From an optimization exercise on the open Yosys and OpenROAD flow, aimed at small area and few clock cycles; shortcuts taken in it are not production practice.
In this exercise RTL edits were held to simulation tests only and were not proved equivalent to the original.

## ycbcrBlockTop
module ycbcrBlockTop (
    input  logic        clk,
    input  logic        rst_n,
    input  logic        enable,
    input  logic [63:0] rdData,
    output logic [10:0] rdAddr,
    output logic [10:0] wrAddr,
    output logic [63:0] wrData,
    output logic        wen,
    output logic        valid
);
export LEC_CHECK = 0
export CAP_MARGIN = 20
export CORE_MARGIN = 2
export CORE_UTILIZATION = 40
export CTS_BUF_LIST = sky130_fd_sc_hd__clkbuf_8
export CTS_CLUSTER_DIAMETER = 60
export CTS_CLUSTER_SIZE = 20
export SLEW_MARGIN = 20
export SYNTH_HIERARCHICAL = 1
export SYNTH_MINIMUM_KEEP_SIZE = 0
create_clock -name core_clock -period 8.0 [get_ports {clk}]
standard.sh (not shown) runs the stock make flow with config.mk's settings and CLKGATE_MAP_FILE= SYNTH_SCRIPT=/design/flow/synth_recipe.tcl, a recipe that flattens the netlist after the stock synthesis.
==> flow/flow/run.sh <==
#!/bin/bash
# The standard layout (standard.sh: standard synthesis, floorplan, place, CTS, route),
# with one change: the buffers that buffer_ports puts on every input and output port are
# sky130_fd_sc_hd__buf_1 cells instead of the default sky130_fd_sc_hd__clkdlybuf4s50_1.
# The whole make output goes to standard_flow.log; ORFS keeps each step's log in orfs/logs.
set -euo pipefail
export BUFFER_PORTS_ARGS="-buffer_cell sky130_fd_sc_hd__buf_1"
bash standard.sh > standard_flow.log 2>&1
Testbench counts at the start, summed over its fixed seeds: cycles 3,336.
==> next run, changes <==
==> flow/run.sh (new file) <==
#!/bin/bash
# synth_recipe.tcl (not shown) runs the flow's synth.tcl, then flattens the netlist and writes it again
# the make line also repeats each setting of config.mk as NAME=value (left out here)
make -C /OpenROAD-flow-scripts/flow DESIGN_CONFIG=/design/flow/config.mk WORK_HOME=/design/flow/orfs CLKGATE_MAP_FILE= SYNTH_SCRIPT=/design/flow/synth_recipe.tcl finish
- CTS_BUF_LIST: sky130_fd_sc_hd__clkbuf_8 -> sky130_fd_sc_hd__clkbuf_4
- CTS_CLUSTER_DIAMETER: 60 -> default
- CTS_CLUSTER_SIZE: 20 -> default
removed: flow/flow/run.sh
removed: flow/standard.sh
Cell area went up by a little under a tenth.
Hold slack gets worse by 7.5 ps.
Global-route usage came out higher by 1.1 points.
Non-clock buffer count increases by 33.
Routed wire length rises by a few percent.
Die area stays the same.
Clock-buffer cell count rises by 117.
Critical path depth stays the same.
Via count went up by a few percent.

* * *

run A:
ycbcrBlockTop, a different RTL version from the one above (not shown whole).
Size in the first run: roughly 2000 cells after synthesis, about 400 flip-flops, about 160 I/O pins, ~25000 um2 of cells after synthesis.
==> flow/design.v (excerpt) <==
module ycbcrBlockTop (
    input  logic        clk,
    input  logic        rst_n,
    input  logic        enable,
    input  logic [63:0] rdData,
    output logic [10:0] rdAddr,
    output logic [10:0] wrAddr,
    output logic [63:0] wrData,
    output logic        wen,
    output logic        valid
);
==> flow/config.mk <==
export PLATFORM = sky130hd
export DESIGN_NAME = ycbcrBlockTop
export DESIGN_NICKNAME = ycbcrBlockTop
export VERILOG_FILES = /design/flow/design.v
export SDC_FILE = /design/flow/constraint.sdc
export NUM_CORES = 4
export LEC_CHECK = 0
export CAP_MARGIN = 20
export CORE_MARGIN = 2
export CORE_UTILIZATION = 40
export CTS_BUF_LIST = sky130_fd_sc_hd__clkbuf_4
export SLEW_MARGIN = 20
export SYNTH_HIERARCHICAL = 1
export SYNTH_MINIMUM_KEEP_SIZE = 0
==> flow/constraint.sdc <==
create_clock -name core_clock -period 8.0 [get_ports {clk}]
set_input_delay 1.6000 -clock core_clock [delete_from_list [all_inputs] [get_ports {clk}]]
set_output_delay 1.6000 -clock core_clock [all_outputs]
set_load 0.01 [all_outputs]
run.sh (not shown) runs the stock make flow with config.mk's settings and CLKGATE_MAP_FILE= SYNTH_SCRIPT=/design/flow/synth_recipe.tcl, a recipe that flattens the netlist after the stock synthesis.
Stock flow here: none of the scripts above is used.
Testbench counts of run A, summed over its fixed seeds: cycles 3,336.
Modified inputs, run B compared to run A
# run A
export LEC_CHECK = 0
export CAP_MARGIN = 20
export CORE_MARGIN = 2
export CORE_UTILIZATION = 40
export CTS_BUF_LIST = sky130_fd_sc_hd__clkbuf_4
export SLEW_MARGIN = 20
export SYNTH_HIERARCHICAL = 1
export SYNTH_MINIMUM_KEEP_SIZE = 0
create_clock -name core_clock -period 8.0 [get_ports {clk}]
# run B
export LEC_CHECK = 0
export CAP_MARGIN = 20
export CORE_MARGIN = 2
export CORE_UTILIZATION = 40
export CTS_BUF_LIST = sky130_fd_sc_hd__clkbuf_8
export CTS_CLUSTER_DIAMETER = 60
export CTS_CLUSTER_SIZE = 20
export SLEW_MARGIN = 20
export SYNTH_HIERARCHICAL = 1
export SYNTH_MINIMUM_KEEP_SIZE = 0
create_clock -name core_clock -period 8.0 [get_ports {clk}]
### Flow results
Delta (run B minus run A): register cell area after layout barely changed; synthesized flop and latch total barely changed; area of the die barely changed.
In run B, slew at the pin with the worst max-slew slack is lower than in run A.
Lower net count of the finished layout goes to run B over run A.
From run A to run B the numbers moved as follows: multi-input gate area in the final layout -46 um2; global router's overall resource usage down 0.54 points.
#### Input delta (run C over run B)
# run B
export LEC_CHECK = 0
export CAP_MARGIN = 20
export CORE_MARGIN = 2
export CORE_UTILIZATION = 40
export CTS_BUF_LIST = sky130_fd_sc_hd__clkbuf_8
export CTS_CLUSTER_DIAMETER = 60
export CTS_CLUSTER_SIZE = 20
export SLEW_MARGIN = 20
export SYNTH_HIERARCHICAL = 1
export SYNTH_MINIMUM_KEEP_SIZE = 0
create_clock -name core_clock -period 8.0 [get_ports {clk}]
# run C
export LEC_CHECK = 0
export CAP_MARGIN = 20
export CORE_MARGIN = 2
export CORE_UTILIZATION = 40
export CTS_BUF_LIST = sky130_fd_sc_hd__clkbuf_4
export SLEW_MARGIN = 20
export SYNTH_HIERARCHICAL = 1
export SYNTH_MINIMUM_KEEP_SIZE = 0
create_clock -name core_clock -period 8.0 [get_ports {clk}]
==> flow/flow/run.sh (new file) <==
#!/bin/bash
# The standard layout (standard.sh: standard synthesis, floorplan, place, CTS, route),
# with one change: the buffers that buffer_ports puts on every input and output port are
# sky130_fd_sc_hd__buf_1 cells instead of the default sky130_fd_sc_hd__clkdlybuf4s50_1.
# The whole make output goes to standard_flow.log; ORFS keeps each step's log in orfs/logs.
set -euo pipefail
export BUFFER_PORTS_ARGS="-buffer_cell sky130_fd_sc_hd__buf_1"
bash standard.sh > standard_flow.log 2>&1
==> flow/standard.sh (new file) <==
#!/bin/bash
# synth_recipe.tcl (not shown) runs the flow's synth.tcl, then flattens the netlist and writes it again
# the make line also repeats each setting of config.mk as NAME=value (left out here)
make -C /OpenROAD-flow-scripts/flow DESIGN_CONFIG=/design/flow/config.mk WORK_HOME=/design/flow/orfs CLKGATE_MAP_FILE= SYNTH_SCRIPT=/design/flow/synth_recipe.tcl "${@:-finish}"
removed: flow/run.sh
--- outcome ---
Going from run B to run C, clock slew at the register clock pins of the worst setup and hold paths shrinks by 0.04 ns.
On top achievable clock speed, run C and run B are basically level.
Comparing path length in cells of the critical path for run C and run B, the bigger number came from run C.
Comparing run C and run B, the lower via count was measured on run B.
Least setup slack across all paths after layout (lower): run B
[inputs] run D vs run C
# run C
export LEC_CHECK = 0
export CAP_MARGIN = 20
export CORE_MARGIN = 2
export CORE_UTILIZATION = 40
export CTS_BUF_LIST = sky130_fd_sc_hd__clkbuf_4
export SLEW_MARGIN = 20
export SYNTH_HIERARCHICAL = 1
export SYNTH_MINIMUM_KEEP_SIZE = 0
create_clock -name core_clock -period 8.0 [get_ports {clk}]
# run D
export LEC_CHECK = 0
export CAP_MARGIN = 20
export CORE_MARGIN = 2
export CORE_UTILIZATION = 40
export CTS_BUF_LIST = sky130_fd_sc_hd__clkbuf_8
export CTS_CLUSTER_DIAMETER = 60
export CTS_CLUSTER_SIZE = 20
export SLEW_MARGIN = 20
export SYNTH_HIERARCHICAL = 1
export SYNTH_MINIMUM_KEEP_SIZE = 0
create_clock -name core_clock -period 8.0 [get_ports {clk}]
[summary]
- Run D finished every step from synthesis to the final layout, and the layout passed the timing, design-rule and antenna checks.
- From run C to run D, mean instance size in the synthesized netlist did not move at all.
- Re count of different cell masters after synthesis: no difference whatsoever between run D and run C.
- Route | run D vs run C | wire shorter in run D
- Diff run C..run D | layout inverter count without the clock tree | unchanged
- Between run D and run C, the difference in mux contribution to synthesized area is negligible.
- Comparing the two runs side by side, run D comes out behind run C on worst setup slack.

==> separate check: timing with driven ports <==
The results above use ideal ports. As a check the final layouts listed here were re-extracted and re-timed, cells and wires unchanged. Step 1 assumes that a clkbuf_16 drives the clock port and a buf_2 every other input. Step 2 times the ports against the registers' clock, not the clock port: input delays grow and output delays shrink by t, the midpoint of the rising clock arrivals with the driver on. Slacks: ideal / step 1 / step 2; pairs: ideal / step 1.
| run | shift t [ns] | setup WS [ns] | hold slack, ns | slew at the worst register clock pin (ns) | worst data-port slew with drivers (ns) |
|---|---|---|---|---|---|
| the first run of note 1 | 0.699 | 0.252 / 0.200 / 0.303 | 0.347 / 0.347 / 0.347 | 0.12 / 0.12 | 0.06 |
| the second run of note 1 | 0.858 | 0.252 / 0.199 / 0.322 | 0.340 / 0.340 / 0.340 | 0.08 / 0.08 | 0.05 |
| run A | 0.881 | 0.270 / 0.270 / 0.270 | 0.332 / 0.332 / 0.332 | 0.07 / 0.07 | 0.07 |
| run B | 0.663 | 0.264 / 0.264 / 0.264 | 0.329 / 0.329 / 0.329 | 0.11 / 0.11 | 0.07 |
| run C | 0.897 | 0.270 / 0.270 / 0.270 | 0.302 / 0.302 / 0.302 | 0.08 / 0.08 | 0.07 |
| run D | 0.670 | 0.261 / 0.261 / 0.261 | 0.334 / 0.334 / 0.334 | 0.12 / 0.12 | 0.07 |
After both steps every run listed still meets setup and hold.
